What follows belongs to an exercise in optimizing a design on an open flow for small area and a short achievable clock period; a production flow would make more cautious choices.
Function was checked by simulation only, so behaviour that the tests miss may differ from the original.
Power is estimated from default activity; no workload was simulated.

<file path="design/flow/design.v">
`timescale 1ns/1ps
module payload_aligner (
	input  logic        lo_pay,        
	input  logic        rd_ok,         
	input  logic        data_out_rd,
	input  logic [15:0] data_in_hi,
	input  logic [15:0] head_lo,
	output logic [15:0] data_out_lo,
	output logic        data_in_rd
);
	assign data_out_lo = lo_pay ? data_in_hi : head_lo;
	assign data_in_rd  = data_out_rd & rd_ok;
endmodule
`timescale 1ns/1ps
module tcp_frame_top #(
	parameter int TCP_OPT_WORDS = 3
) (
	input  logic                          clk,
	input  logic                          rst_n,
	input  logic                          start,
	input  logic [47:0]                   mac_dst,
	input  logic [47:0]                   mac_src,
	input  logic [15:0]                   mac_type,
	input  logic [7:0]                    ip_dsf,
	input  logic [15:0]                   ip_id,
	input  logic [2:0]                    ip_flag,
	input  logic [12:0]                   ip_frag_offset,
	input  logic [7:0]                    ip_ttl,
	input  logic [7:0]                    ip_prot,
	input  logic [31:0]                   ip_src,
	input  logic [31:0]                   ip_dst,
	input  logic [15:0]                   tcp_src_port,
	input  logic [15:0]                   tcp_dst_port,
	input  logic [31:0]                   tcp_seq_num,
	input  logic [31:0]                   tcp_ack_num,
	input  logic [3:0]                    tcp_head_len,
	input  logic [5:0]                    tcp_flags,
	input  logic [15:0]                   tcp_window,
	input  logic [15:0]                   tcp_urgent_ptr,
	input  logic [TCP_OPT_WORDS*32-1:0]   tcp_options,
	input  logic [15:0]                   payload_len,
	input  logic [15:0]                   payload_sum,
	input  logic                          data_out_rd,
	input  logic [31:0]                   data_in,
	output logic [31:0]                   data_out,
	output logic [1:0]                    be_out,
	output logic                          data_out_rdy,
	output logic                          sop,
	output logic                          eop,
	output logic                          data_in_rd,
	output logic                          busy
);
	logic        busy_q;     
	logic [16:0] wsel;       
	logic        pz;         
	logic        pay_q;      
	logic        lo_pay_q;   
	logic [13:0] prem;       
	logic        xq;         
	logic        rdok;       
	logic [10:1] stp;        
	logic        ip_fold;    
	logic        tc_fold;    
	logic capture;
	logic accept;
	logic last;
	logic [1:0] opt_words;
	logic at_bnd_next;
	logic [47:0] mac_dst_q;
	logic [47:0] mac_src_q;
	logic [15:0] mac_type_q;
	logic [7:0]  ip_dsf_q;
	logic [15:0] ip_total_len_q;
	logic [15:0] ip_id_q;
	logic [2:0]  ip_flag_q;
	logic [12:0] ip_frag_offset_q;
	logic [7:0]  ip_ttl_q;
	logic [7:0]  ip_prot_q;
	logic [31:0] ip_src_q;
	logic [31:0] ip_dst_q;
	logic [15:0] tcp_src_port_q;
	logic [15:0] tcp_dst_port_q;
	logic [31:0] tcp_seq_num_q;
	logic [31:0] tcp_ack_num_q;
	logic [3:0]  tcp_head_len_q;
	logic [5:0]  tcp_flags_q;
	logic [15:0] tcp_window_q;
	logic [15:0] tcp_urgent_ptr_q;
	logic [95:0] tcp_options_q;
	logic [15:0] ip_total_len_in;
	logic [15:0] tcp_len_in;
	logic busy_n, pay_n, lo_pay_n, xq_n, pz_n, rdok_n;
	logic [16:0] wsel_n;
	logic [13:0] prem_n;
	assign capture      = start & ~busy_q;
	assign accept       = busy_q & data_out_rd;
	assign last         = lo_pay_q & pz;
	assign busy         = busy_q;
	assign data_out_rdy = busy_q;
	assign sop          = busy_q & wsel[0];
	assign eop          = last;
	assign be_out       = last ? {~ip_total_len_q[1], ip_total_len_q[0]} : 2'b00;
	always_comb begin
		if (tcp_head_len_q <= 4'd5)
			opt_words = 2'd0;
		else if (tcp_head_len_q >= 4'd8)
			opt_words = 2'd3;
		else
			opt_words = 2'(tcp_head_len_q - 4'd5);
	end
	assign at_bnd_next = wsel[5'd12 + {3'b0, opt_words}];
	assign ip_total_len_in = payload_len + {9'b0, tcp_head_len + 5'd5, 2'b00};
	assign tcp_len_in      = payload_len + {10'b0, tcp_head_len, 2'b00};
	always_comb begin
		busy_n   = busy_q;
		pay_n    = pay_q;
		lo_pay_n = lo_pay_q;
		wsel_n   = wsel;
		prem_n   = prem;
		xq_n     = xq;
		pz_n     = pz;
		if (capture) begin
			busy_n   = 1'b1;
			pay_n    = 1'b0;
			lo_pay_n = 1'b0;
			wsel_n   = 17'd1;
			prem_n   = payload_len[15:2];
			xq_n     = &payload_len[1:0];
			pz_n     = (payload_len[15:2] == 14'd0) & ~&payload_len[1:0];
		end else if (accept) begin
			if (last) begin
				busy_n   = 1'b0;
				pay_n    = 1'b0;
				lo_pay_n = 1'b0;
			end else if (lo_pay_q) begin
				pay_n  = 1'b1;
				wsel_n = '0;
				if (xq) begin
					xq_n = 1'b0;
					pz_n = (prem == 14'd0);
				end else begin
					prem_n = prem - 14'd1;
					pz_n   = (prem == 14'd1);
				end
			end else begin
				wsel_n = {wsel[15:0], 1'b0};
				if (at_bnd_next)
					lo_pay_n = 1'b1;
			end
		end
		rdok_n = lo_pay_n & ~(pz_n & ~(ip_total_len_q[1] ^ ip_total_len_q[0]));
	end
	always_ff @(posedge clk or negedge rst_n) begin
		if (!rst_n) begin
			busy_q   <= 1'b0;
			pay_q    <= 1'b0;
			lo_pay_q <= 1'b0;
			rdok     <= 1'b0;
		end else begin
			busy_q   <= busy_n;
			pay_q    <= pay_n;
			lo_pay_q <= lo_pay_n;
			rdok     <= rdok_n;
		end
	end
	always_ff @(posedge clk) begin
		wsel <= wsel_n;
		prem <= prem_n;
		xq   <= xq_n;
		pz   <= pz_n;
	end
	always_ff @(posedge clk) begin
		stp     <= {stp[9:1] & {9{~capture}}, capture};
		ip_fold <= ~capture & (ip_fold | stp[4]);
		tc_fold <= ~capture & (tc_fold | stp[10]);
	end
	always_ff @(posedge clk) begin
		if (capture) begin
			mac_dst_q        <= mac_dst;
			mac_src_q        <= mac_src;
			mac_type_q       <= mac_type;
			ip_dsf_q         <= ip_dsf;
			ip_total_len_q   <= ip_total_len_in;
			ip_id_q          <= ip_id;
			ip_flag_q        <= ip_flag;
			ip_frag_offset_q <= ip_frag_offset;
			ip_ttl_q         <= ip_ttl;
			ip_prot_q        <= ip_prot;
			ip_src_q         <= ip_src;
			ip_dst_q         <= ip_dst;
			tcp_src_port_q   <= tcp_src_port;
			tcp_dst_port_q   <= tcp_dst_port;
			tcp_seq_num_q    <= tcp_seq_num;
			tcp_ack_num_q    <= tcp_ack_num;
			tcp_head_len_q   <= tcp_head_len;
			tcp_flags_q      <= tcp_flags;
			tcp_window_q     <= tcp_window;
			tcp_urgent_ptr_q <= tcp_urgent_ptr;
			tcp_options_q    <= tcp_options;
		end
	end
	logic [15:0] ip_al, ip_ah, tc_al, tc_ah;
	logic        ip_cl, ip_ch, tc_cl, tc_ch;
	logic [31:0] ip_term, tc_term;
	logic [16:0] ip_lo, ip_hi, tc_lo, tc_hi;
	logic [15:0] ip_sum, tc_sum;
	logic [15:0] ip_chksum;
	logic [15:0] tcp_chksum;
	assign ip_term = ({32{stp[1]}} & ip_src_q)
		| ({32{stp[2]}} & ip_dst_q)
		| ({32{stp[3]}} & {ip_id_q, ip_flag_q, ip_frag_offset_q})
		| ({32{stp[4]}} & {16'h0, ip_ttl_q, ip_prot_q})
		| ({32{ip_fold}} & {16'h0, ip_ah});
	assign tc_term = ({32{stp[1]}} & ip_src_q)
		| ({32{stp[2]}} & ip_dst_q)
		| ({32{stp[3]}} & {tcp_src_port_q, tcp_dst_port_q})
		| ({32{stp[4]}} & tcp_seq_num_q)
		| ({32{stp[5]}} & tcp_ack_num_q)
		| ({32{stp[6]}} & {tcp_head_len_q, 6'b0, tcp_flags_q, tcp_window_q})
		| ({32{stp[7]}} & {tcp_urgent_ptr_q, 8'h0, ip_prot_q})
		| ({32{stp[8] & (opt_words != 2'd0)}} & tcp_options_q[95:64])
		| ({32{stp[9] & opt_words[1]}} & tcp_options_q[63:32])
		| ({32{stp[10] & (opt_words == 2'd3)}} & tcp_options_q[31:0])
		| ({32{tc_fold}} & {16'h0, tc_ah});
	assign ip_lo = {1'b0, ip_al} + {1'b0, ip_term[15:0]} + {16'b0, ip_cl};
	assign ip_hi = {1'b0, ip_ah} + {1'b0, ip_term[31:16]} + {16'b0, ip_ch};
	assign tc_lo = {1'b0, tc_al} + {1'b0, tc_term[15:0]} + {16'b0, tc_cl};
	assign tc_hi = {1'b0, tc_ah} + {1'b0, tc_term[31:16]} + {16'b0, tc_ch};
	always_ff @(posedge clk) begin
		if (capture) begin
			ip_al <= ip_total_len_in;
			ip_ah <= {8'h45, ip_dsf};
			ip_cl <= 1'b0;
			ip_ch <= 1'b0;
			tc_al <= tcp_len_in;
			tc_ah <= payload_sum;
			tc_cl <= 1'b0;
			tc_ch <= 1'b0;
		end else begin
			if (lo_pay_q & data_out_rd) begin
				ip_al <= data_in[15:0];
				ip_cl <= 1'b0;
			end else begin
				ip_al <= ip_lo[15:0];
				ip_cl <= ip_lo[16];
			end
			ip_ah <= ip_fold ? {15'h0, ip_ch} : ip_hi[15:0];
			ip_ch <= ~ip_fold & ip_hi[16];
			tc_al <= tc_lo[15:0];
			tc_cl <= tc_lo[16];
			tc_ah <= tc_fold ? {15'h0, tc_ch} : tc_hi[15:0];
			tc_ch <= ~tc_fold & tc_hi[16];
		end
	end
	assign ip_sum = {ip_al[15:2], ip_al[1] | (ip_al[0] & ip_cl), ip_al[0] ^ ip_cl};
	assign tc_sum = {tc_al[15:2], tc_al[1] | (tc_al[0] & tc_cl), tc_al[0] ^ tc_cl};
	assign ip_chksum  = ~ip_sum;
	assign tcp_chksum = ~tc_sum;
	logic [31:0] W0;
	logic [31:0] W1;
	logic [31:0] W2;
	logic [31:0] W3;
	logic [31:0] W4;
	logic [31:0] W5;
	logic [31:0] W6;
	logic [31:0] W7;
	logic [31:0] W8;
	logic [31:0] W9;
	logic [31:0] W10;
	logic [31:0] W11;
	logic [31:0] W12;
	logic [31:0] W13;
	logic [31:0] W14;
	logic [31:0] W15;
	logic [31:0] W16;
	assign W0 = mac_dst_q[47:16];
	assign W1 = {mac_dst_q[15:0], mac_src_q[47:32]};
	assign W2 = mac_src_q[31:0];
	assign W3 = {mac_type_q, 8'h45, ip_dsf_q};
	assign W4 = {ip_total_len_q, ip_id_q};
	assign W5 = {ip_flag_q, ip_frag_offset_q, ip_ttl_q, ip_prot_q};
	assign W6 = {ip_chksum, ip_src_q[31:16]};
	assign W7 = {ip_src_q[15:0], ip_dst_q[31:16]};
	assign W8 = {ip_dst_q[15:0], tcp_src_port_q};
	assign W9 = {tcp_dst_port_q, tcp_seq_num_q[31:16]};
	assign W10 = {tcp_seq_num_q[15:0], tcp_ack_num_q[31:16]};
	assign W11 = {tcp_ack_num_q[15:0], tcp_head_len_q, 6'b0, tcp_flags_q};
	assign W12 = {tcp_window_q, tcp_chksum};
	assign W13 = {tcp_urgent_ptr_q, tcp_options_q[95:80]};
	assign W14 = tcp_options_q[79:48];
	assign W15 = tcp_options_q[47:16];
	assign W16 = {tcp_options_q[15:0], 16'h0};
	logic [31:0] head_word;
	assign head_word[31:16] =
		({16{wsel[0]}} & W0[31:16]) |
		({16{wsel[1]}} & W1[31:16]) |
		({16{wsel[2]}} & W2[31:16]) |
		({16{wsel[3]}} & W3[31:16]) |
		({16{wsel[4]}} & W4[31:16]) |
		({16{wsel[5]}} & W5[31:16]) |
		({16{wsel[6]}} & W6[31:16]) |
		({16{wsel[7]}} & W7[31:16]) |
		({16{wsel[8]}} & W8[31:16]) |
		({16{wsel[9]}} & W9[31:16]) |
		({16{wsel[10]}} & W10[31:16]) |
		({16{wsel[11]}} & W11[31:16]) |
		({16{wsel[12]}} & W12[31:16]) |
		({16{wsel[13]}} & W13[31:16]) |
		({16{wsel[14]}} & W14[31:16]) |
		({16{wsel[15]}} & W15[31:16]) |
		({16{wsel[16]}} & W16[31:16]);
	assign head_word[15:0] =
		({16{wsel[0]}} & W0[15:0]) |
		({16{wsel[1]}} & W1[15:0]) |
		({16{wsel[2]}} & W2[15:0]) |
		({16{wsel[3]}} & W3[15:0]) |
		({16{wsel[4]}} & W4[15:0]) |
		({16{wsel[5]}} & W5[15:0]) |
		({16{wsel[6]}} & W6[15:0]) |
		({16{wsel[7]}} & W7[15:0]) |
		({16{wsel[8]}} & W8[15:0]) |
		({16{wsel[9]}} & W9[15:0]) |
		({16{wsel[10]}} & W10[15:0]) |
		({16{wsel[11]}} & W11[15:0]) |
		({16{wsel[12]}} & W12[15:0]) |
		({16{wsel[13]}} & W13[15:0]) |
		({16{wsel[14]}} & W14[15:0]) |
		({16{wsel[15]}} & W15[15:0]);
	assign data_out[31:16] = head_word[31:16] | ({16{pay_q}} & ip_al);
	payload_aligner u_aligner (
		.lo_pay(lo_pay_q),
		.rd_ok(rdok),
		.data_out_rd(data_out_rd),
		.data_in_hi(data_in[31:16]),
		.head_lo(head_word[15:0]),
		.data_out_lo(data_out[15:0]),
		.data_in_rd(data_in_rd)
	);
endmodule
</file>
<file path="design/flow/flow/run.sh">
#!/bin/bash
# The standard layout (standard.sh, standard synthesis unchanged) with three
# layout knobs: port buffers of buf_1 cells instead of the delay cells buffer_ports
# picks by default; a clock tree of clkbuf_16 with larger sink clusters and no
# dummy loads; and repair_timing asked for extra setup margin so that it works
# below the design's period. make's full output is in standard.log; each step's
# log is under orfs/logs.
set -euo pipefail
export BUFFER_PORTS_ARGS="-buffer_cell sky130_fd_sc_hd__buf_1"
export CTS_ARGS="-sink_clustering_enable -repair_clock_nets -dont_use_dummy_load -buf_list sky130_fd_sc_hd__clkbuf_16 -sink_clustering_size 30 -sink_clustering_max_diameter 80 -sink_buffer_max_cap_derate 1.0"
export SETUP_SLACK_MARGIN=8.0
bash standard.sh finish > standard.log 2>&1
</file>
<file path="design/flow/standard.sh">
#!/bin/bash
# synth_recipe.tcl (not shown) runs the flow's synth.tcl, then flattens the netlist and writes it again
# the make line also repeats each setting of config.mk as NAME=value (left out here)
make -C /OpenROAD-flow-scripts/flow DESIGN_CONFIG=/design/flow/config.mk WORK_HOME=/design/flow/orfs CLKGATE_MAP_FILE= SYNTH_SCRIPT=/design/flow/synth_recipe.tcl "${@:-finish}"
</file>
<file path="design/flow/config.mk">
export PLATFORM = sky130hd
export DESIGN_NAME = tcp_frame_top
export DESIGN_NICKNAME = tcp_frame_top
export VERILOG_FILES = /design/flow/design.v
export SDC_FILE = /design/flow/constraint.sdc
export NUM_CORES = 4
export LEC_CHECK = 0
export CAP_MARGIN = 20
export CORE_MARGIN = 2
export CORE_UTILIZATION = 60
export SLEW_MARGIN = 20
export SYNTH_HIERARCHICAL = 1
export SYNTH_MINIMUM_KEEP_SIZE = 0
</file>
<file path="design/flow/constraint.sdc">
create_clock -name core_clock -period 14.0 [get_ports {clk}]
set_input_delay 2.8000 -clock core_clock [delete_from_list [all_inputs] [get_ports {clk}]]
set_output_delay 2.8000 -clock core_clock [all_outputs]
set_load 0.01 [all_outputs]
</file>
==> results of run 1 <==
## power by group
part	switching, mW	internal, mW	total [mW]
clock network	0.560	0.435	0.996
registers	0.184	2.10	2.29
logic	0.824	0.580	1.40
total	1.57	3.12	4.69
## Yosys stat by module (local to each module, per instance)
module	flops+latches	area (µm²)	copies in the design
tcp_frame_top	599	26900	1
payload_aligner	0	255	1
## metal layers
layer / up-vias / GRT usage (%) / share of wire [%]
li1: 9347 / - / -
met1: 10700 / 56.4 / 34
met2: 2137 / 67.0 / 44
met3: 481 / 10.1 / 14
met4: 4 / 29.4 / 8.0
met5: - / 0 / 0.027
## logic make-up after synthesis
kind of cell    Yosys count
fa+ha+maj                86
buf+inv                 174
simple gates            449
xor+xnor                 82
mux                      35
flops                   599
compound gates          669
## flip-flops by register name, summed over array words and instances (netlist names), 17 cells and up
register	cells
ip_dst_q	32
mac_src_q	48
tcp_ack_num_q	32
tcp_options_q	96
wsel	17
tcp_seq_num_q	32
mac_dst_q	48
ip_src_q	32
## metrics by stage
stage	std cells	instance area (µm²)	setup slack (ps)
6_report	3201	30800	7910
5_1_grt	3193	30800	7920
4_1_cts	3190	30800	7920
3_5_place_dp	3156	29800	7520
3_3_place_gp	3156	29800	7530
2_1_floorplan	2094	27100	8050
## Yosys cell counts, types with 16 or more instances
cell type  number  share of area (%)
a221oi_1       94                3.0
nand3_1        17               0.31
mux2i_1        18               0.66
xor2_1         31                1.0
a222oi_1       41                1.5
nor2_1         78                1.1
and3_1         28               0.65
ha_1           76                3.5
a221o_1        26               0.96
a22oi_1       154                4.3
dfxtp_1        98                7.2
a22o_1         96                3.1
edfxtp_1      497                 55
clkbuf_1      126                1.7
a21oi_1        79                1.5
inv_1          31               0.43
nand2_1       192                2.7
a21o_1         23               0.64
and2_1         16               0.37
xnor2_1        51                1.6
nand4_1        66                1.5
o21ai_0        81                1.5
## timing repair
action | CTS | global route
setup buffers | 0 | 0
hold buffers | 0 | 0
gates resized for setup | 33 | 20
setup endpoints to repair | 17 | 35
## area by class of cell
type                            count  area [µm²]
Antenna cell                       11        27.5
Clock buffer                       34         851
Fill cell                        3227       13600
Inverter                           31         129
Multi-Input combinational cell   1321        9500
Sequential cell                   599       17000
Tap cell                          592         741
Timing Repair Buffer              613        2600
## final timing paths
check | startpoint | to | cells after the start
max in group asynchronous | rst_n | rdok | 1
worst min register to register | stp[9] | stp[10] | 1
worst max register to register | tcp_head_len_q[0] | tc_al[10] | 19
worst max-delay path | wsel[1] | data_out[1] | 7
min in group asynchronous | rst_n | pay_q | 1
worst min-delay path | stp[9] | stp[10] | 1
==> results.yml, run 1 <==
sta:
  holdWs_ps: 463
  period_needed_ps: 6090
  maxSlewViolCount: 0
  timing.fmax_ghz: 0.164
  tightestPinTransition_ps: 1190
  rsz0062_at_grt: "yes"
  finalCritPeriodShare_pct: 43.5
  fin_skew_ps: 57.4
  hold_violations: 0
  max-slew-margin-rel_pct: 20.7
  finalSetupViolCount: 0
  final.setup.tns_ps: 0
placement:
  portBuffers: 572
  dp_hpwl_um: 74000
  gp_congestion: 0.990
floorplan:
  die_w_um: 217
  io_pins: 573
  initial_utilization_pct: 61.0
  dieArea_um2: 46900
  die_h_um: 217
  fp-row-count: 77
  core_area_um2: 44400
yosys:
  synth_cells: 2094
  syn_nets: 2714
  yosysSeqAreaShare_pct: 62.6
  synth_fa_ha_area_share_pct: 4.25
  synth_top_family_by_area: "compound AO/OA/AOI/OAI gates"
  syn_area_um2: 27100
  netlist-cell-type-count: 67
  synth_mux_area_share_pct: 1.51
  synth-edff-count: 497
  synthFlopType: "edfxtp_1"
  synth-compound-area-share_pct: 18.6
  ys_ff_latch: 599
  synth_async_sr_flop_share_pct: 0.668
  avgSynthCellArea_um2: 12.9
  yosysWarnings: 7
  synthSimpleGateAreaFrac_pct: 7.83
  synth-xor-area-share_pct: 2.65
cells_and_area:
  nets: 3220
  area_growth_pct: 13.8
  drive_above_1_share_pct: 5.54
  most-common-layout-cells: "buf_1, edfxtp_1, nand2_1, a22oi_1, a22o_1"
  final_common_cell: "buf_1"
  postLayoutCoreUtil_pct: 69.5
clock_network:
  clk_latency_ps: 590
  cts-buffers-inserted: 34
  root_buffer: "clkbuf_16"
  clk_pin_slew_ps: 90
  htree_num_levels: 2
  clockBufferDepth: 3
  cts_tree: "done"
  cts_sinks: 599
routing:
  first_pass_iters: 9
  drc: 0
  vias: 22700
  wl_per_cell_um: 32.9
  drt-total-wl_um: 105000
  drtIter0Drc: 4288
  postRouteAntennaNets: 0
  vias_per_cell: 7.08
status:
  status: "timing/DRC/antenna clean"
global_route:
  overflow: 0
  antenna_found_initial: 7
  grt_pass1_vias: 22000
  grt_first_pass_wirelength_um: 147000
  grt_usage_pct: 43.9
  grt_max_degree: 220
power_and_ir_drop:
  powerDensity_nw_per_um2: 152
  power_mw: 4.69
  leakagePower_nw: 10.6
  vdd_drop_max_v: 0.000119
worst_setup_path:
  cpLargestDelayFamily: "flip-flops"
  arrival_ps: 3290
  timing.critical_path.buf_inv: 2
  crit_fanout: 24
  crit_type: "flip-flop to primary output"
  end_kind: "primary output"
  slowest_stage: "dfxtp_1"
  crit_chain: "buf_4 -> a22oi_1 -> nand2_1 -> nor3_1 -> o31ai_1 -> mux2_4 -> buf_6"
  ff2ff_setup_slack_ps: 8740
  cp_data_required_time_ps: 11200
  cpPeakStageDelay_ps: 640
  cp-start-kind: "flip-flop"
flow_run:
  drv_cap: 0
min_path:
  min_path_type: "flip-flop to flip-flop"
==> inputs of run 2 (changes only) <==
--- a/design/flow/config.mk
+++ b/design/flow/config.mk
@@ -5,9 +5,9 @@
 export SDC_FILE = /design/flow/constraint.sdc
 export NUM_CORES = 4
 export LEC_CHECK = 0
-export CAP_MARGIN = 20
+export CAP_MARGIN = 10
 export CORE_MARGIN = 2
 export CORE_UTILIZATION = 60
-export SLEW_MARGIN = 20
+export SLEW_MARGIN = 10
 export SYNTH_HIERARCHICAL = 1
 export SYNTH_MINIMUM_KEEP_SIZE = 0
==> run 2 against run 1 <==
  * Still clean on timing, DRC and antenna
  * Final area is essentially flat
  * Register-to-register slack gained 40 ps
  * Worst hold slack is essentially flat
  * Cell count is essentially flat
  * Synthesized cell count is the same
  * Core utilization is essentially flat
  * Critical endpoint is now data_out[2]
  * Largest power group unchanged
==> results.yml, run 2 <==
clock_network:
  cts_sinks: 599
  clockBufferDepth: 3
  clk_latency_ps: 590
  cts-buffers-inserted: 35
  cts_tree: "done"
  post_cts_buffers: 0
  clk_pin_slew_ps: 70
  htree_num_levels: 2
  root_buffer: "clkbuf_16"
yosys:
  syn_nets: 2714
  synth.most_common_cell: "edfxtp_1"
  ys_ff_latch: 599
  avgSynthCellArea_um2: 12.9
  synth_async_sr_flop_share_pct: 0.668
  synth-edff-count: 497
  synth_commonest_cells: "edfxtp_1, nand2_1, a22oi_1"
  synth_cells: 2094
  synth.area.top_cells: "edfxtp_1, dfxtp_1, a22oi_1"
  synth_top_area_share_pct: 55.0
  syn_area_um2: 27100
  yosysSeqAreaShare_pct: 62.6
  yosysWarnings: 7
  synth_top_cell_by_area: "edfxtp_1"
  netlist-cell-type-count: 67
  synthFlopType: "edfxtp_1"
min_path:
  hold_depth: 1
  min_to: "stp[10]"
  min-delay-start: "stp[9]"
  min_path_type: "flip-flop to flip-flop"
floorplan:
  core_area_um2: 44400
  die_h_um: 217
  io_pins: 573
  dieArea_um2: 46900
  fp-row-count: 77
  die_w_um: 217
  initial_utilization_pct: 61.0
routing:
  vias_per_cell: 7.05
  drc: 0
  wl_per_cell_um: 32.8
  drt-total-wl_um: 105000
  drtIter0Drc: 3969
  first_pass_iters: 9
  vias: 22600
  postRouteAntennaNets: 0
placement:
  gp_congestion: 0.990
  dp_hpwl_um: 73900
  dp.cells: 3156
  portBuffers: 572
  post_dp_cell_area_um2: 29800
sta:
  period_needed_ps: 6090
  final.setup.tns_ps: 0
  maxSlewViolCount: 0
  fin_skew_ps: 41.4
  holdWs_ps: 463
  hold_violations: 0
  tightestPinTransition_ps: 1170
  finalCritPeriodShare_pct: 43.5
  max-slew-margin-rel_pct: 21.7
  timing.fmax_ghz: 0.164
  finalSetupViolCount: 0
  rsz0062_at_grt: "yes"
worst_setup_path:
  timing.rr.start: "tcp_head_len_q[0]"
  crit_type: "input pin to primary output"
  slowest_stage: "mux2_4"
  cpPeakStageDelay_ps: 260
  r2r_end: "tc_al[10]"
  r2r_cells: 19
  cpLargestDelayFamily: "multiplexers"
  arrival_ps: 3290
  timing.critical_path.buf_inv: 2
  cp_data_required_time_ps: 11200
  path_common_cell: "buf_6"
  cp-start-kind: "input pin"
  ff2ff_setup_slack_ps: 8780
  crit_fanout: 1
  end_kind: "primary output"
  crit_chain: "buf_6 -> mux2_4 -> buf_6"
global_route:
  antenna_found_initial: 7
  grt_max_degree: 220
  overflow: 0
  grt_first_pass_wirelength_um: 147000
  grt_pass1_vias: 21900
  grt_usage_pct: 44.0
cells_and_area:
  most-common-layout-cells: "buf_1, edfxtp_1, nand2_1, a22oi_1, a22o_1"
  ff_latch_area_um2: 17000
  largest_reg_flops: 96
  nets: 3221
  area_growth_pct: 13.8
  drive_above_1_share_pct: 5.54
  stdcell_count: 3200
  multiInputGateArea_um2: 9500
  fill_cells: 3223
  top_regs: "tcp_options_q x96, mac_dst_q x48, mac_src_q x48"
  final_common_cell: "buf_1"
  final_area_um2: 30900
  regMostFlops: "tcp_options_q"
power_and_ir_drop:
  vdd_drop_max_v: 0.000110
  powerDensity_nw_per_um2: 152
  leakagePower_nw: 10.6
  power_mw: 4.69
flow_run:
  drv_cap: 0
status:
  status: "timing/DRC/antenna clean"
==> run 2: cell counts after synthesis <==
Identical to the previous run, type by type.
==> run 2: per-module statistics from Yosys (local to each module, per instance) <==
module	times used	cells inside
payload_aligner	1	19
tcp_frame_top	1	2075
==> run 2: where the power goes <==
group / internal (mW) / switching, mW / total, mW / leakage [nW]
sequential: 2.10 / 0.181 / 2.29 / 5.38
clock: 0.447 / 0.563 / 1.01 / 0.431
combinational: 0.579 / 0.820 / 1.40 / 4.81
total: 3.13 / 1.56 / 4.69 / 10.6
==> run 2: cells by family (layout without fill, tap and decap cells) <==
logic type / Yosys count / in the layout / share of synthesized area [%]
buffers and inverters: 174 / 679 / 2.51
XOR/XNOR: 82 / 82 / 2.65
AND/OR/NAND/NOR: 449 / 449 / 7.83
multiplexers: 35 / 35 / 1.51
other: 0 / 9 / 0
AO/OA/AOI/OAI: 669 / 669 / 18.6
adder cells (fa/ha/maj): 86 / 86 / 4.25
flip-flops: 599 / 599 / 62.6
==> run 2: cell type report <==
class                      count  area share (%)
timing repair buffer         613            8.40
tap                          592            2.40
sequential                   599            55.1
multi-input combinational   1321            30.8
clock buffer                  35            2.84
inverter                      31           0.418
antenna                        9          0.0730
==> run 2: worst reg2reg max path, cell delays in order (launching register included) <==
cell and delay [ps]:
edfxtp_1 590, inv_1 150, ha_1 220, nor2_1 110, nand2_1 100, nor2_1 150
a21oi_1 140, nor2b_4 180, buf_4 580, a21oi_1 210, fa_1 460, fa_1 420
nand2b_1 180, a21boi_0 360, o21ai_0 240, a21oi_1 380, o211ai_1 140, a21boi_0 270
o21a_1 150, o31ai_1 60
==> run 2: what timing repair did <==
action / in CTS / in global routing
hold buffers: 0 / 0
resized for setup: 28 / 24
hold endpoints to repair: 0 / 0
endpoints found under the setup margin: 33 / 17
==> run 2: how the worst max path moves through the flow <==
stage                      from      endpoint  slack, ps  cells after the start
global placement          start      wsel[14]       7530                      7
global route        data_in[18]   data_out[2]       7910                      3
detailed placement        start       wsel[1]       7370                      7
CTS                 data_in[30]  data_out[14]       7920                      3
floorplan                 start   ip_dsf_q[0]       8050                      5
finish              data_in[18]   data_out[2]       7910                      3
==> run 2: layer usage <==
metal / vias to the layer above / track usage, % / wire, µm
li1: 9342 / - / -
met1: 10700 / 56.5 / 35900
met2: 2083 / 67.5 / 46800
met3: 464 / 10.5 / 14300
met4: 2 / 28.2 / 7990
met5: - / 0 / 13
==> run 2: stage by stage <==
step	util, %	setup slack (ps)
finish	69.5	7910
global route	69.5	7910
CTS	69.3	7920
detailed placement	67.1	7370
global placement	67.1	7530
floorplan	-	8050
==> inputs of run 3 (changes only) <==
--- a/design/flow/design.v
+++ b/design/flow/design.v
@@ -8,8 +8,27 @@
 	output logic [15:0] data_out_lo,
 	output logic        data_in_rd
 );
-	assign data_out_lo = lo_pay ? data_in_hi : head_lo;
-	assign data_in_rd  = data_out_rd & rd_ok;
+	logic [15:0] pay_n;    
+	logic [15:0] head_n;   
+	assign head_n = ~(head_lo & {16{~lo_pay}});
+	payload_nand u_sel (
+		.a(data_in_hi),
+		.b({16{lo_pay}}),
+		.y(pay_n)
+	);
+	payload_nand u_merge (
+		.a(pay_n),
+		.b(head_n),
+		.y(data_out_lo)
+	);
+	assign data_in_rd = data_out_rd & rd_ok;
+endmodule
+module payload_nand (
+	input  logic [15:0] a,
+	input  logic [15:0] b,
+	output logic [15:0] y
+);
+	assign y = ~(a & b);
 endmodule
 `timescale 1ns/1ps
 module tcp_frame_top #(
--- a/design/flow/config.mk
+++ b/design/flow/config.mk
@@ -5,9 +5,9 @@
 export SDC_FILE = /design/flow/constraint.sdc
 export NUM_CORES = 4
 export LEC_CHECK = 0
-export CAP_MARGIN = 10
+export CAP_MARGIN = 20
 export CORE_MARGIN = 2
 export CORE_UTILIZATION = 60
-export SLEW_MARGIN = 10
+export SLEW_MARGIN = 20
 export SYNTH_HIERARCHICAL = 1
 export SYNTH_MINIMUM_KEEP_SIZE = 0
==> run 3 against run 2 <==
  * Still clean on timing, DRC and antenna
  * Die area up 0.49%
  * Routed wire length up 2.3%
  * Synthesized cell count up 2.0%
  * Cell count up 1.6%
  * Critical path type unchanged
  * Largest power group unchanged
==> results.yml, run 3 <==
sta:
  finalSetupViolCount: 0
  tightestPinTransition_ps: 1220
  holdWs_ps: 467
  fin_skew_ps: 75.9
  hold_violations: 0
  timing.final.ws_setup_ps: 8010
  final.setup.tns_ps: 0
  maxSlewViolCount: 0
  period_needed_ps: 5990
  finalCritPeriodShare_pct: 42.8
  max-slew-margin-rel_pct: 18.6
  timing.fmax_ghz: 0.167
  rsz0062_at_grt: "no"
clock_network:
  cts-buffers-inserted: 36
  cts_sinks: 599
  post_cts_buffers: 0
  cts_hold_buf: 0
  cts_tree: "done"
  clk_pin_slew_ps: 80
  clk_latency_ps: 600
  clockBufferDepth: 3
  htree_num_levels: 2
  root_buffer: "clkbuf_16"
cells_and_area:
  final_common_cell: "buf_1"
  final_area_um2: 30900
  area_growth_pct: 13.5
  drive_above_1_share_pct: 3.93
  regMostFlops: "tcp_options_q"
  stdcell_count: 3252
  largest_reg_flops: 96
  top_regs: "tcp_options_q x96, mac_dst_q x48, mac_src_q x48"
  fill_cells: 3274
  most-common-layout-cells: "buf_1, edfxtp_1, nand2_1, a22oi_1, a22o_1"
  postLayoutCoreUtil_pct: 68.6
  nets: 3267
worst_setup_path:
  endpoint: "data_out[0]"
  worstSetupStartpoint: "data_in[16]"
  cp-start-kind: "input pin"
  r2r_end: "tc_cl"
  end_kind: "primary output"
  cp_data_required_time_ps: 11200
  r2r_cells: 18
  crit_fanout: 1
  path_common_cell: "nand2_1"
  crit_type: "input pin to primary output"
  slowest_stage: "buf_2"
  cpPeakStageDelay_ps: 130
  ff2ff_setup_slack_ps: 8810
  arrival_ps: 3190
  crit_chain: "buf_1 -> nand2_1 -> nand2_1 -> buf_2"
  timing.rr.start: "tcp_head_len_q[0]"
routing:
  drt-total-wl_um: 107000
  vias_per_cell: 7.16
  postRouteAntennaNets: 0
  wl_per_cell_um: 33.0
  first_pass_iters: 7
  drtIter0Drc: 3779
  drc: 0
  vias: 23300
yosys:
  synth.area.top_cells: "edfxtp_1, dfxtp_1, a22oi_1"
  synth_top_family_by_area: "compound AO/OA/AOI/OAI gates"
  synth-edff-count: 497
  synth_top_cell_by_area: "edfxtp_1"
  synth_commonest_cells: "edfxtp_1, nand2_1, a22oi_1"
  yosysWarnings: 7
  syn_area_um2: 27200
  synth_cells: 2136
  synth_mux_area_share_pct: 0.771
  yosysSeqAreaShare_pct: 62.3
  synth-compound-area-share_pct: 19.2
  synthFlopType: "edfxtp_1"
  avgSynthCellArea_um2: 12.8
  synth_fa_ha_area_share_pct: 4.22
  synthSimpleGateAreaFrac_pct: 8.65
  netlist-cell-type-count: 68
  synth_top_area_share_pct: 54.8
  ys_ff_latch: 599
  synth_async_sr_flop_share_pct: 0.668
  synth.most_common_cell: "edfxtp_1"
  synth-xor-area-share_pct: 2.44
  syn_nets: 2756
placement:
  dp_worst_setup_slack_ps: 7900
  dp.cells: 3208
  gp_congestion: 1.02
  portBuffers: 572
  dp_hpwl_um: 75500
  post_dp_cell_area_um2: 30000
global_route:
  overflow: 0
  grt_usage_pct: 44.7
  antenna_found_initial: 10
  grt_first_pass_wirelength_um: 150000
  grt_max_degree: 211
  grt_pass1_vias: 22500
floorplan:
  fp-row-count: 78
  dieArea_um2: 47100
  die_w_um: 217
  die_h_um: 217
  core_area_um2: 45100
  io_pins: 573
  initial_utilization_pct: 60.4
min_path:
  min_path_type: "flip-flop to flip-flop"
status:
  status: "timing/DRC/antenna clean"
power_and_ir_drop:
  powerDensity_nw_per_um2: 154
  leakagePower_nw: 10.7
  vdd_drop_max_v: 0.000121
  power_mw: 4.76
flow_run:
  drv_cap: 0
[run 3: changes by cell type in the layout (fill, tap and decap cells not counted), moves of 11 or more]
cell / before / now
a21oi_1: 79 / 68
nand2b_1: 9 / 30
buf_6: 16 / 3
mux2_4: 16 / 0
buf_1: 551 / 565
nand2_1: 192 / 208
[run 3: per-module statistics from Yosys (local to each module, per instance)]
module / area, µm² / cells inside / copies in the design
tcp_frame_top: 27000 / 2086 / 1
payload_aligner: 114 / 18 / 1
payload_nand: 60.1 / 16 / 2
[run 3: cell families after synthesis]
group | Yosys count
buf+inv | 172
mux | 21
fa+ha+maj | 86
flops | 599
compound gates | 685
simple gates | 497
xor+xnor | 76
[run 3: final cells by class]
| class | count | area [µm²] | share of cell area, % |
|---|---|---|---|
| clock buffer | 36 | 901 | 2.91 |
| multi-input combinational | 1365 | 9630 | 31.1 |
| antenna | 7 | 17.5 | 0.0566 |
| sequential | 599 | 17000 | 54.9 |
| tap | 600 | 751 | 2.43 |
| timing repair buffer | 614 | 2520 | 8.14 |
| inverter | 31 | 124 | 0.400 |
[run 3: power breakdown]
group | switching (mW) | internal [mW]
Sequential | 0.189 | 2.10
Clock | 0.562 | 0.459
Combinational | 0.876 | 0.568
[run 3: critical path: cells and delay by family]
kind,cells,cell delay (ps)
buf+inv,2,200
simple gates,2,190
[run 3: worst min-delay path by stage]
stage             from       to  cells past startpoint
2_1_floorplan   stp[9]  stp[10]                      1
3_3_place_gp    stp[8]   stp[9]                      1
3_5_place_dp    stp[8]   stp[9]                      1
4_1_cts         stp[8]   stp[9]                      1
5_1_grt         stp[2]   stp[3]                      1
6_report       stp[10]  tc_fold                      2
[run 3: timing repair]
action                                  4_1_cts  5_1_grt
endpoints found under the setup margin        2        5
endpoints found under the hold margin         0        0
pin swaps                                     0        1
resized for setup                             2        9
[run 3: layer usage]
layer	share of wire [%]	wire [µm]	up-vias	track usage (%)
met2	44	46800	2210	67.6
met3	14	15000	499	11.9
li1	-	-	9513	-
met4	8.0	8590	4	28.9
met1	34	37000	11100	57.2
met5	0.029	31	-	0
==> inputs of run 4 (changes only) <==
--- a/design/flow/design.v
+++ b/design/flow/design.v
@@ -188,11 +188,9 @@
 		xq   <= xq_n;
 		pz   <= pz_n;
 	end
-	always_ff @(posedge clk) begin
-		stp     <= {stp[9:1] & {9{~capture}}, capture};
-		ip_fold <= ~capture & (ip_fold | stp[4]);
-		tc_fold <= ~capture & (tc_fold | stp[10]);
-	end
+	assign stp     = wsel[9:0] & {10{data_out_rd}};
+	assign ip_fold = ~|wsel[3:0];
+	assign tc_fold = ~|wsel[9:0];
 	always_ff @(posedge clk) begin
 		if (capture) begin
 			mac_dst_q        <= mac_dst;
==> run 4 against run 3 <==
  * Clock-buffer cell count decreased by 6
  * Fmax decreased by 1.4%
  * Sequential share of layout area decreased by 0.28 points
  * Final area decreased by 0.88%
  * First-iteration DRC count increased by 11%
  * Combinational power decreased by 19%
  * Core utilization increased by 0.43 points
  * Synthesized cell count decreased by 0.80%
  * Cell count decreased by 1.0%
  * Clock skew increased by 11 ps
  * Power decreased by 10%
  * Die area decreased by 0.67%
  * Largest cell class unchanged
  * Still clean
==> results.yml, run 4 <==
worst_setup_path:
  path_common_cell: "buf_6"
  timing.critical_path.buf_inv: 3
  cp_data_required_time_ps: 11200
  crit_type: "input pin to primary output"
  timing.rr.start: "wsel[3]"
  crit_fanout: 6
  cp.depth: 4
  crit_chain: "buf_8 -> buf_6 -> and2_4 -> buf_6"
  slowest_stage: "and2_4"
  worstSetupStartpoint: "data_out_rd"
  arrival_ps: 3280
  r2r_cells: 16
  cpPeakStageDelay_ps: 140
  end_kind: "primary output"
  ff2ff_setup_slack_ps: 8810
  r2r_end: "tc_al[14]"
  cp-start-kind: "input pin"
  cpLargestDelayFamily: "buffers and inverters"
yosys:
  synth.area.top_cells: "edfxtp_1, dfxtp_1, a22oi_1"
  synthFlopType: "edfxtp_1"
  synth_commonest_cells: "edfxtp_1, nand2_1, a22oi_1"
  syn_area_um2: 27100
  avgSynthCellArea_um2: 12.8
  synth-xor-area-share_pct: 2.43
  ys_ff_latch: 587
  synth_top_area_share_pct: 55.1
  synth.most_common_cell: "edfxtp_1"
  synth_mux_area_share_pct: 0.860
  synth-edff-count: 497
  yosysWarnings: 7
  syn_nets: 2739
  synth_async_sr_flop_share_pct: 0.681
  synthSimpleGateAreaFrac_pct: 8.74
  synth_top_family_by_area: "compound AO/OA/AOI/OAI gates"
  synth-compound-area-share_pct: 19.3
  synth_fa_ha_area_share_pct: 4.25
  yosysSeqAreaShare_pct: 61.9
  synth_top_cell_by_area: "edfxtp_1"
  netlist-cell-type-count: 77
  synth_cells: 2119
power_and_ir_drop:
  leakagePower_nw: 10.5
  powerDensity_nw_per_um2: 139
  vdd_drop_max_v: 0.000129
routing:
  vias_per_cell: 7.12
  first_pass_iters: 8
  drt-total-wl_um: 105000
  drc: 0
  wl_per_cell_um: 32.5
  postRouteAntennaNets: 0
  vias: 22900
  drtIter0Drc: 4191
floorplan:
  fp-row-count: 77
  die_h_um: 216
  io_pins: 573
  initial_utilization_pct: 60.9
  die_w_um: 216
  core_area_um2: 44400
  dieArea_um2: 46800
global_route:
  grt_pass1_vias: 22200
  grt_usage_pct: 43.9
  overflow: 0
  grt_first_pass_wirelength_um: 147000
  antenna_found_initial: 4
  grt_max_degree: 144
cells_and_area:
  area_growth_pct: 13.3
  regMostFlops: "tcp_options_q"
  postLayoutCoreUtil_pct: 69.0
  top_regs: "tcp_options_q x96, mac_dst_q x48, mac_src_q x48"
  largest_reg_flops: 96
  most-common-layout-cells: "buf_1, edfxtp_1, nand2_1, a22oi_1, a22o_1"
  final_common_cell: "buf_1"
  nets: 3247
  drive_above_1_share_pct: 5.18
clock_network:
  cts_hold_buf: 0
  cts-buffers-inserted: 30
  clk_latency_ps: 650
  clk_pin_slew_ps: 120
  root_buffer: "clkbuf_16"
  cts_tree: "done"
  htree_num_levels: 1
  cts_sinks: 587
  clockBufferDepth: 3
placement:
  dp_hpwl_um: 73500
  gp_congestion: 0.979
  portBuffers: 572
  dp_worst_setup_slack_ps: 6900
sta:
  period_needed_ps: 6080
  rsz0062_at_grt: "yes"
  finalSetupViolCount: 0
  maxSlewViolCount: 0
  final.setup.tns_ps: 0
  timing.fmax_ghz: 0.165
  hold_violations: 0
  timing.final.ws_setup_ps: 7920
  max-slew-margin-rel_pct: 16.0
  finalCritPeriodShare_pct: 43.4
  tightestPinTransition_ps: 1260
  fin_skew_ps: 86.5
flow_run:
  drv_cap: 0
min_path:
  min_to: "busy_q"
  hold_depth: 3
  min-delay-start: "pz"
  min_path_type: "flip-flop to flip-flop"
status:
  status: "timing/DRC/antenna clean"
==> run 4: cell count changes in the layout (fill, tap and decap cells not counted), sizes merged, moves of 10 or more <==
cell / change
a221o: +15
nand3: +29
xnor2: -11
nand2b: -10
a22oi: -17
xor2: +10
dfxtp: -12
nand4: -16
==> run 4: worst reg2reg max path, delay by kind of cell (launching register included) <==
family,cells,cell delay [ps]
muxes,1,90
and+or+nand+nor,3,570
DFF,1,1160
adders and majority gates,2,950
xor gates and xnor gates,1,150
buffers and inverters,2,960
AOI/OAI and AO/OA,7,1170
==> run 4: cell type report <==
class	count	area (µm²)
multi-input combinational	1354	9710
inverter	37	146
timing repair buffer	617	2550
tap	592	741
clock buffer	30	751
fill	3172	13800
antenna	2	5.00
sequential	587	16800
==> run 4: Yosys stat by module (local to each module, per instance) <==
module	cell area (µm²)	cells inside
tcp_frame_top	26800	2069
payload_aligner	114	18
payload_nand	60.1	16
==> run 4: cell families (layout without fill, tap and decap cells) <==
group	after synthesis	after routing
AOI/OAI and AO/OA	675	675
xor gates and xnor gates	75	75
adders and majority gates	86	86
buffers and inverters	178	684
DFF	587	587
muxes	23	23
other	0	2
and+or+nand+nor	495	495
==> run 4: worst max-delay path by stage <==
stage	endpoint	slack [ps]
global placement	tc_al[14]	7010
finish	data_in_rd	7920
CTS	data_in_rd	7930
floorplan	tc_ah[14]	8010
detailed placement	tc_al[14]	6900
global route	data_in_rd	7920
==> run 4: power by group <==
group / total (mW) / switching, mW / internal (mW) / leakage (nW)
Clock: 0.908 / 0.528 / 0.380 / 0.370
Sequential: 2.19 / 0.148 / 2.04 / 5.28
Combinational: 1.16 / 0.702 / 0.463 / 4.90
Total: 4.26 / 1.38 / 2.88 / 10.5
==> run 4: through the flow <==
stage | hold WS (ps) | instance area [µm²] | power, mW | instances
floorplan | 514 | 27100 | 2.89 | 2119
global placement | 585 | 29700 | 3.30 | 3182
detailed placement | 592 | 29700 | 3.32 | 3182
CTS | 625 | 30600 | 4.20 | 3216
global route | 670 | 30700 | 4.40 | 3217
finish | 632 | 30700 | 4.26 | 3219
==> run 4: what timing repair did <==
action                     4_1_cts  5_1_grt
pin swaps                        1        4
setup endpoints to repair       21       27
resized for setup               18       27
cloned                           1        0
setup buffers                    3        1
==> run 4: routing by layer <==
metal | vias to the layer above | share of wire (%) | global-route usage (%)
li1 | 9451 | - | -
met2 | 2202 | 43 | 66.3
met5 | - | 0.024 | 0.729
met1 | 10700 | 34 | 57.1
met4 | 4 | 8.5 | 28.8
met3 | 524 | 14 | 10.4
==> inputs of run 5 (changes only) <==
--- a/design/flow/config.mk
+++ b/design/flow/config.mk
@@ -7,7 +7,7 @@
 export LEC_CHECK = 0
 export CAP_MARGIN = 20
 export CORE_MARGIN = 2
-export CORE_UTILIZATION = 60
+export CORE_UTILIZATION = 40
 export SLEW_MARGIN = 20
 export SYNTH_HIERARCHICAL = 1
 export SYNTH_MINIMUM_KEEP_SIZE = 0
==> run 5 against run 4 <==
  * Still clean
  * Synthesized area stayed put
  * Routed wire length is 10% higher
  * Clock skew is 14 ps lower
  * Final area is 2.2% higher
  * Worst hold slack worse by 29 ps
==> results.yml, run 5 <==
status:
  status: "timing/DRC/antenna clean"
min_path:
  min-delay-start: "pz"
  min_path_type: "flip-flop to flip-flop"
worst_setup_path:
  r2r_end: "tc_al[14]"
  arrival_ps: 3310
  crit_fanout: 5
  end_kind: "primary output"
  cp-start-kind: "input pin"
  endpoint: "data_in_rd"
  crit_type: "input pin to primary output"
  cp_data_required_time_ps: 11200
  ff2ff_setup_slack_ps: 9390
  worstSetupStartpoint: "data_out_rd"
  timing.rr.start: "tcp_head_len_q[0]"
  r2r_cells: 18
sta:
  holdWs_ps: 602
  finalCritPeriodShare_pct: 43.6
  finalSetupViolCount: 0
  tightestPinTransition_ps: 1230
  period_needed_ps: 6110
  fin_skew_ps: 72.7
  hold_violations: 0
  max-slew-margin-rel_pct: 17.9
  rsz0062_at_grt: "yes"
  timing.final.ws_setup_ps: 7890
  timing.fmax_ghz: 0.164
  maxSlewViolCount: 0
  final.setup.tns_ps: 0
routing:
  vias: 22600
  wl_per_cell_um: 32.9
  drt-total-wl_um: 115000
  first_pass_iters: 10
  postRouteAntennaNets: 0
  drtIter0Drc: 3709
  vias_per_cell: 6.43
  drc: 0
global_route:
  grt_first_pass_wirelength_um: 160000
  antenna_found_initial: 16
  grt_usage_pct: 32.1
  grt_pass1_vias: 22100
  overflow: 0
  grt_max_degree: 194
floorplan:
  fp-row-count: 95
  dieArea_um2: 69800
  die_w_um: 264
  initial_utilization_pct: 40.4
  io_pins: 573
  core_area_um2: 67000
  die_h_um: 264
power_and_ir_drop:
  leakagePower_nw: 10.7
  p_seq_share_pct: 49.5
  combPwrFrac_pct: 27.2
  power_frac_clock_pct: 23.3
  powerDensity_nw_per_um2: 141
  switchingPower_mw: 1.45
  intPower_mw: 2.97
  vdd_drop_max_v: 0.0000924
  swShare_pct: 32.8
clock_network:
  root_buffer: "clkbuf_16"
  clk_pin_slew_ps: 60
  htree_num_levels: 2
  cts_sinks: 587
  clk_latency_ps: 610
  cts-buffers-inserted: 36
  clockBufferDepth: 3
  cts_tree: "done"
cells_and_area:
  regMostFlops: "tcp_options_q"
  drive_above_1_share_pct: 5.70
  nets: 3253
  final_area_um2: 31300
  area_growth_pct: 15.8
  top_regs: "tcp_options_q x96, mac_dst_q x48, mac_src_q x48"
  largest_reg_flops: 96
  final_common_cell: "buf_1"
  most-common-layout-cells: "buf_1, edfxtp_1, nand2_1, a22oi_1, a22o_1"
yosys:
  synth_cells: 2119
  yosysWarnings: 7
  ys_ff_latch: 587
  synth-edff-count: 497
  avgSynthCellArea_um2: 12.8
  yosysSeqAreaShare_pct: 61.9
  synthFlopType: "edfxtp_1"
  synth_async_sr_flop_share_pct: 0.681
  synth_top_cell_by_area: "edfxtp_1"
  syn_area_um2: 27100
  syn_nets: 2739
  netlist-cell-type-count: 77
  synth.area.top_cells: "edfxtp_1, dfxtp_1, a22oi_1"
  synth_commonest_cells: "edfxtp_1, nand2_1, a22oi_1"
  synth.most_common_cell: "edfxtp_1"
  synth_top_area_share_pct: 55.1
placement:
  dp_hpwl_um: 84700
  dp_worst_setup_slack_ps: 6860
  portBuffers: 572
  gp_congestion: 1.00
  post_dp_cell_area_um2: 30100
flow_run:
  drv_cap: 0
## run 5: cell counts after synthesis
No cell type changed its count.
## run 5: power by group through the flow
stage          logic [mW]  registers, mW  clock network (mW)
3_3_place_gp         1.12           2.22                   0
4_1_cts              1.16           2.18                1.04
3_5_place_dp         1.14           2.22                   0
6_report             1.20           2.18                1.03
5_1_grt              1.28           2.19                1.10
2_1_floorplan       0.751           2.14                   0
## run 5: per-layer routing
| metal | share of wire [%] | wire length, µm | up-vias | global-route usage, % |
|---|---|---|---|---|
| li1 | - | - | 9483 | - |
| met1 | 37 | 42500 | 11000 | 40.9 |
| met2 | 47 | 54100 | 1760 | 52.5 |
| met3 | 11 | 12200 | 330 | 6.12 |
| met4 | 5.7 | 6640 | 16 | 16.0 |
| met5 | 0.099 | 114 | - | 0 |
## run 5: area by class of cell
| cell class | instances | area (µm²) |
|---|---|---|
| antenna | 7 | 17.5 |
| inverter | 37 | 146 |
| fill | 6137 | 35700 |
| timing repair buffer | 617 | 2670 |
| multi-input combinational | 1354 | 9760 |
| clock buffer | 36 | 901 |
| sequential | 587 | 16800 |
| tap | 873 | 1090 |
## run 5: kinds of logic after synthesis
kind of cell    count (synthesis)  share of synthesized area, %
simple gates                  495                          8.74
flops                         587                          61.9
fa+ha+maj                      86                          4.25
mux                            23                         0.860
buf+inv                       178                          2.59
compound gates                675                          19.3
xor+xnor                       75                          2.43
## run 5: modules after synthesis, one instance, submodules excluded
module,cells inside,copies in the design,flops+latches
tcp_frame_top,2069,1,587
payload_aligner,18,1,0
payload_nand,16,2,0
## run 5: worst min path at each step
stage,slack [ps],endpoint,depth (start not counted)
global route,650,ip_ah[0],2
detailed placement,590,busy_q,3
floorplan,510,busy_q,3
finish,600,busy_q,3
CTS,600,busy_q,3
global placement,570,busy_q,3
## run 5: timing repair
action | CTS | global route
endpoints found under the setup margin | 19 | 24
gates resized for setup | 23 | 38
pin swaps | 3 | 6
hold buffers | 0 | 0
setup buffers | 3 | 1
gates cloned | 2 | 0
## run 5: per-stage QoR
stage	power (mW)	cells	util (%)
after floorplan	2.89	2119	-
after global placement	3.34	3462	44.9
after detailed placement	3.36	3462	44.9
after CTS	4.38	3503	46.5
after global routing	4.57	3509	46.7
final	4.41	3511	46.7
## run 5: critical path, stage by stage
cell and delay [ps]:
buf_12 110, buf_12 140, and2_4 150, buf_6 110
==> inputs of run 6 (changes only) <==
--- a/design/flow/config.mk
+++ b/design/flow/config.mk
@@ -7,7 +7,7 @@
 export LEC_CHECK = 0
 export CAP_MARGIN = 20
 export CORE_MARGIN = 2
-export CORE_UTILIZATION = 40
+export CORE_UTILIZATION = 70
 export SLEW_MARGIN = 20
 export SYNTH_HIERARCHICAL = 1
 export SYNTH_MINIMUM_KEEP_SIZE = 0
==> run 6 against run 5 <==
  * Die area is 42% lower
  * Core utilization up 33 points
  * Routed wire length fell by 8.6%
  * Clock power down 15%
  * Register-to-register slack worse by 380 ps
  * Worst hold slack got worse by 78 ps
  * Global-route usage increased by 19 points
  * Sequential power barely moved
  * Via count up 6.2%
  * First-iteration DRC count is 34% higher
  * Critical endpoint is now data_out[1]
==> results.yml, run 6 <==
status:
  status: "timing/DRC/antenna clean"
routing:
  postRouteAntennaNets: 0
  wl_per_cell_um: 33.6
  vias: 24000
  drc: 0
  vias_per_cell: 7.64
  first_pass_iters: 17
  drt-total-wl_um: 106000
  drtIter0Drc: 4964
flow_run:
  drv_cap: 0
cells_and_area:
  multiInputGateArea_um2: 9720
  most-common-layout-cells: "buf_1, edfxtp_1, nand2_1, a22oi_1, a22o_1"
  area_growth_pct: 13.1
  ff_latch_area_um2: 16800
  postLayoutCoreUtil_pct: 79.8
  fill_cells: 2238
  final_common_cell: "buf_1"
  top_regs: "tcp_options_q x96, mac_dst_q x48, mac_src_q x48"
  regMostFlops: "tcp_options_q"
  largest_reg_flops: 96
  drive_above_1_share_pct: 5.07
  nets: 3244
yosys:
  avgSynthCellArea_um2: 12.8
  synth.most_common_cell: "edfxtp_1"
  synth_async_sr_flop_share_pct: 0.681
  synthFlopType: "edfxtp_1"
  synth_top_area_share_pct: 55.1
  yosysWarnings: 7
  synth_commonest_cells: "edfxtp_1, nand2_1, a22oi_1"
  syn_nets: 2739
  yosysSeqAreaShare_pct: 61.9
  netlist-cell-type-count: 77
  synth_cells: 2119
  ys_ff_latch: 587
  syn_area_um2: 27100
  synth_top_cell_by_area: "edfxtp_1"
  synth-edff-count: 497
  synth.area.top_cells: "edfxtp_1, dfxtp_1, a22oi_1"
sta:
  rsz0062_at_grt: "yes"
  fin_skew_ps: 55.0
  final.setup.tns_ps: 0
  max-slew-margin-rel_pct: 7.37
  finalSetupViolCount: 0
  finalCritPeriodShare_pct: 43.9
  maxSlewViolCount: 0
  hold_violations: 0
  period_needed_ps: 6150
  holdWs_ps: 524
  timing.fmax_ghz: 0.163
  tightestPinTransition_ps: 1390
worst_setup_path:
  timing.rr.start: "wsel[1]"
  r2r_end: "tc_al[14]"
  crit_chain: "buf_4 -> a22oi_1 -> nand2_1 -> nor3_1 -> o31ai_1 -> nand2b_1 -> nand2_1 -> clkbuf_2"
  end_kind: "primary output"
  crit_type: "flip-flop to primary output"
  cp-start-kind: "flip-flop"
  timing.critical_path.buf_inv: 2
  cpLargestDelayFamily: "flip-flops"
  ff2ff_setup_slack_ps: 9010
  cp_data_required_time_ps: 11200
  arrival_ps: 3350
  r2r_cells: 15
  crit_fanout: 23
  cpPeakStageDelay_ps: 1050
  path_common_cell: "nand2_1"
  slowest_stage: "dfxtp_1"
clock_network:
  cts_tree: "done"
  cts-buffers-inserted: 28
  root_buffer: "clkbuf_16"
  clk_latency_ps: 630
  cts_sinks: 587
  clk_pin_slew_ps: 80
  htree_num_levels: 1
  cts_hold_buf: 0
  clockBufferDepth: 3
power_and_ir_drop:
  vdd_drop_max_v: 0.000108
  powerDensity_nw_per_um2: 139
  intPower_mw: 2.87
  leakagePower_nw: 10.6
  combPwrFrac_pct: 27.6
  power_mw: 4.25
  swShare_pct: 32.6
  switchingPower_mw: 1.38
  power_frac_clock_pct: 20.7
  p_seq_share_pct: 51.8
floorplan:
  dieArea_um2: 40300
  die_h_um: 201
  core_area_um2: 38400
  fp-row-count: 72
  die_w_um: 201
  io_pins: 573
  initial_utilization_pct: 70.5
min_path:
  hold_depth: 1
  min_to: "wsel[10]"
  min_path_type: "flip-flop to flip-flop"
  min-delay-start: "wsel[10]"
global_route:
  antenna_found_initial: 5
  grt_pass1_vias: 23600
  grt_usage_pct: 51.0
  grt_first_pass_wirelength_um: 149000
  grt_max_degree: 170
  overflow: 0
placement:
  gp_congestion: 1.03
  dp_hpwl_um: 74500
  portBuffers: 572
[run 6: metal layers]
metal	global-route usage (%)	vias up	wire length, µm
met4	40.7	10	11700
li1	-	9440	-
met5	0	-	81
met3	15.3	823	16800
met2	77.0	2747	44800
met1	61.4	11000	32100
[run 6: kinds of logic after synthesis]
group / Yosys count / share of synthesized area, %
xor gates and xnor gates: 75 / 2.43
and+or+nand+nor: 495 / 8.74
adders and majority gates: 86 / 4.25
AOI/OAI and AO/OA: 675 / 19.3
muxes: 23 / 0.860
DFF: 587 / 61.9
buffers and inverters: 178 / 2.59
[run 6: what timing repair did]
| item | 4_1_cts | 5_1_grt |
|---|---|---|
| setup endpoints to repair | 18 | 30 |
| cloned | 2 | 0 |
| hold endpoints to repair | 0 | 0 |
| pin swaps | 2 | 5 |
| buffers inserted | 1 | 2 |
| gates resized for setup | 25 | 29 |
[run 6: metrics by stage]
stage / cell area (µm²) / worst slack (ps) / cells
after floorplan: 27100 / 8010 / 2119
after global placement: 29600 / 7040 / 3106
after detailed placement: 29600 / 6930 / 3106
after CTS: 30500 / 7900 / 3137
after global routing: 30600 / 7890 / 3140
final: 30600 / 7850 / 3141
[run 6: worst max path at each step]
stage                           start          end  slack, ps  cells after the start
after floorplan           data_out_rd    tc_ah[14]       8010                     17
after global placement    data_out_rd    tc_al[14]       7040                     17
after detailed placement  data_out_rd    tc_al[14]       6930                     17
after CTS                 data_out_rd   data_in_rd       7900                      4
after global routing      data_out_rd   data_in_rd       7890                      4
final                        wsel[14]  data_out[1]       7850                      8
[run 6: area by class of cell]
class / count / area share (%)
inverters: 37 / 0.478
flip-flops and latches: 587 / 54.7
multi-input cells: 1354 / 31.7
well taps: 518 / 2.12
diodes: 1 / 0.00817
repair buffers: 616 / 8.63
clock buffers: 28 / 2.29
[run 6: Yosys stat by module (local to each module, per instance)]
module,cells inside,area (µm²),copies in the design,flip-flops and latches
payload_aligner,18,114,1,0
payload_nand,16,60.1,2,0
tcp_frame_top,2069,26800,1,587
[run 6: power groups by stage]
stage	registers, mW	clock network, mW	logic [mW]
after floorplan	2.14	0	0.751
after global placement	2.22	0	1.06
after detailed placement	2.22	0	1.10
after CTS	2.18	0.862	1.12
after global routing	2.20	0.912	1.24
final	2.20	0.879	1.17
[run 6: worst reg2reg max path, cell delays in order, from the launching register on]
cell      delay [ps]
dfxtp_2          580
buf_4            420
nor4_4           320
and3_1           700
buf_4            390
a221o_1          200
a221oi_1          70
fa_1             470
fa_1             440
nor2b_1          200
o21bai_2         130
a211oi_2         270
o21ai_0          170
a21oi_1          230
xnor2_1          140
mux2i_1           90
==> inputs of run 7 (changes only) <==
--- a/design/flow/config.mk
+++ b/design/flow/config.mk
@@ -7,7 +7,7 @@
 export LEC_CHECK = 0
 export CAP_MARGIN = 20
 export CORE_MARGIN = 2
-export CORE_UTILIZATION = 70
+export CORE_UTILIZATION = 65
 export SLEW_MARGIN = 20
 export SYNTH_HIERARCHICAL = 1
 export SYNTH_MINIMUM_KEEP_SIZE = 0
==> run 7 against run 6 <==
  * Still clean
  * Core utilization is 5.1 points lower
  * Global-route usage fell by 3.2 points
  * Synthesized area stayed put
  * Sequential share of layout area is 0.14 points higher
==> results.yml, run 7 <==
worst_setup_path:
  arrival_ps: 3270
  cp_data_required_time_ps: 11200
  crit_fanout: 7
  end_kind: "primary output"
  timing.rr.start: "wsel[0]"
  cp-start-kind: "input pin"
  r2r_end: "tc_al[14]"
  ff2ff_setup_slack_ps: 8940
  r2r_cells: 16
  crit_type: "input pin to primary output"
yosys:
  synth_commonest_cells: "edfxtp_1, nand2_1, a22oi_1"
  synthFlopType: "edfxtp_1"
  avgSynthCellArea_um2: 12.8
  synth_async_sr_flop_share_pct: 0.681
  ys_ff_latch: 587
  synth_top_cell_by_area: "edfxtp_1"
  synth-edff-count: 497
  synth.most_common_cell: "edfxtp_1"
  synth_top_area_share_pct: 55.1
  synth.area.top_cells: "edfxtp_1, dfxtp_1, a22oi_1"
  yosysWarnings: 7
  yosysSeqAreaShare_pct: 61.9
  syn_area_um2: 27100
  netlist-cell-type-count: 77
  syn_nets: 2739
  synth_cells: 2119
power_and_ir_drop:
  vdd_drop_max_v: 0.000121
  leakagePower_nw: 10.5
  powerDensity_nw_per_um2: 138
  power_mw: 4.23
sta:
  fin_skew_ps: 76.6
  final.setup.tns_ps: 0
  finalSetupViolCount: 0
  finalCritPeriodShare_pct: 43.4
  rsz0062_at_grt: "yes"
  max-slew-margin-rel_pct: 24.0
  hold_violations: 0
  tightestPinTransition_ps: 1140
  maxSlewViolCount: 0
  period_needed_ps: 6070
  timing.fmax_ghz: 0.165
clock_network:
  cts-buffers-inserted: 27
  cts_sinks: 587
  clk_pin_slew_ps: 80
  cts_hold_buf: 0
  clk_latency_ps: 640
  root_buffer: "clkbuf_16"
  cts_tree: "done"
  clockBufferDepth: 3
  htree_num_levels: 1
cells_and_area:
  regMostFlops: "tcp_options_q"
  stdcell_count: 3156
  drive_above_1_share_pct: 5.23
  fill_cells: 2638
  final_common_cell: "buf_1"
  most-common-layout-cells: "buf_1, edfxtp_1, nand2_1, a22oi_1, a22o_1"
  nets: 3243
  top_regs: "tcp_options_q x96, mac_dst_q x48, mac_src_q x48"
  area_growth_pct: 12.9
  largest_reg_flops: 96
floorplan:
  io_pins: 573
  initial_utilization_pct: 66.1
  fp-row-count: 74
  dieArea_um2: 43300
  die_w_um: 208
  die_h_um: 208
  core_area_um2: 40900
global_route:
  antenna_found_initial: 4
  grt_usage_pct: 47.8
  grt_max_degree: 207
  grt_first_pass_wirelength_um: 150000
  grt_pass1_vias: 22900
  overflow: 0
placement:
  portBuffers: 572
  gp_congestion: 0.990
  dp.cells: 3121
  dp_hpwl_um: 74700
routing:
  vias_per_cell: 7.43
  first_pass_iters: 11
  drtIter0Drc: 4542
  wl_per_cell_um: 33.6
  drt-total-wl_um: 106000
  drc: 0
  postRouteAntennaNets: 0
  vias: 23500
flow_run:
  drv_cap: 0
min_path:
  min_to: "ip_ah[0]"
  min-delay-start: "ip_ch"
  hold_depth: 2
  min_path_type: "flip-flop to flip-flop"
status:
  status: "timing/DRC/antenna clean"
## run 7: cell counts after synthesis
Identical to the previous run, type by type.
## run 7: final cells by class
type	count	area [µm²]	share of cell area (%)
sequential	587	16800	54.9
multi-input combinational	1354	9690	31.7
timing repair buffer	616	2600	8.50
clock buffer	27	676	2.21
tap	532	666	2.18
inverter	37	146	0.479
antenna	3	7.51	0.0246
## run 7: how the worst max path moves through the flow
stage,start,end,slack (ps),cells past startpoint
2_1_floorplan,data_out_rd,tc_ah[14],8010,17
3_3_place_gp,data_out_rd,tc_al[14],7100,17
4_1_cts,data_out_rd,data_in_rd,7930,4
5_1_grt,data_out_rd,tc_al[14],7920,16
6_report,data_out_rd,data_in_rd,7930,4
3_5_place_dp,data_out_rd,tc_al[14],6970,17
## run 7: metrics by stage
step / util [%] / hold WS (ps) / worst slack, ps / area, µm²
floorplan: - / 514 / 8010 / 27100
global placement: 72.5 / 602 / 7100 / 29700
detailed placement: 72.5 / 599 / 6970 / 29700
CTS: 74.4 / 610 / 7930 / 30500
global route: 74.6 / 662 / 7920 / 30500
finish: 74.6 / 612 / 7930 / 30500
## run 7: power by group
part / total [mW] / leakage [nW] / internal [mW] / switching [mW]
registers: 2.21 / 5.28 / 2.04 / 0.172
logic: 1.14 / 4.92 / 0.459 / 0.684
clock network: 0.873 / 0.333 / 0.345 / 0.529
## run 7: kinds of logic after synthesis
| group | share of synthesized area [%] |
|---|---|
| AOI/OAI and AO/OA | 19.3 |
| xor gates and xnor gates | 2.43 |
| adders and majority gates | 4.25 |
| buffers and inverters | 2.59 |
| DFF | 61.9 |
| muxes | 0.860 |
| and+or+nand+nor | 8.74 |
## run 7: routing by layer
layer	vias up	wire length (µm)	share of wire (%)	GRT usage, %
met5	-	0	0	0
met1	10800	34100	32	60.0
met3	586	16400	15	13.8
met4	0	9400	8.9	32.2
li1	9450	-	-	-
met2	2577	46200	44	72.3
## run 7: worst max-delay path: stages
cell and delay [ps]:
buf_8 100, buf_8 130, and2_4 130, buf_6 110
## run 7: Yosys stat by module, one instance, submodules excluded
module / flops+latches / area [µm²] / cells inside / times used
payload_aligner: 0 / 114 / 18 / 1
payload_nand: 0 / 60.1 / 16 / 2
tcp_frame_top: 587 / 26800 / 2069 / 1
## run 7: what timing repair did
action | CTS | global route
gates resized for setup | 18 | 33
buffers inserted | 4 | 0
endpoints found under the setup margin | 19 | 36
endpoints found under the hold margin | 0 | 0
cloned | 1 | 0
pin swaps | 4 | 14

[what the ideal ports hide]
The results above use ideal ports. As a check the final layouts listed here were re-extracted and re-timed, cells and wires unchanged.
Step 1, drivers: a clkbuf_16 drives clk and a buf_2 each remaining input, both assumed.
Step 2 times the ports against the registers' clock, not the clock port: input delays grow and output delays shrink by t, the midpoint of the rising clock arrivals with the driver on.
a / b / c = no drivers / after step 1 / after step 2; a / b = the first two.
run	t (ns)	slack for setup (ns)	clock arrival spread, ns
run 1	0.626	7.915 / 7.853 / 7.642	0.058 / 0.058
run 2	0.630	7.913 / 7.880 / 7.572	0.042 / 0.042
run 3	0.618	8.009 / 7.977 / 7.652	0.076 / 0.076
run 4	0.670	7.924 / 7.871 / 7.392	0.087 / 0.087
run 5	0.641	7.892 / 7.835 / 7.448	0.075 / 0.075
run 6	0.663	7.849 / 7.789 / 7.363	0.055 / 0.055
run 7	0.661	7.926 / 7.874 / 7.357	0.076 / 0.076
After both steps setup and hold are still met in every run listed. For run 7, which loses most, drivers alone change the setup slack by -0.052 ns; drivers and shift together by -0.569 ns.
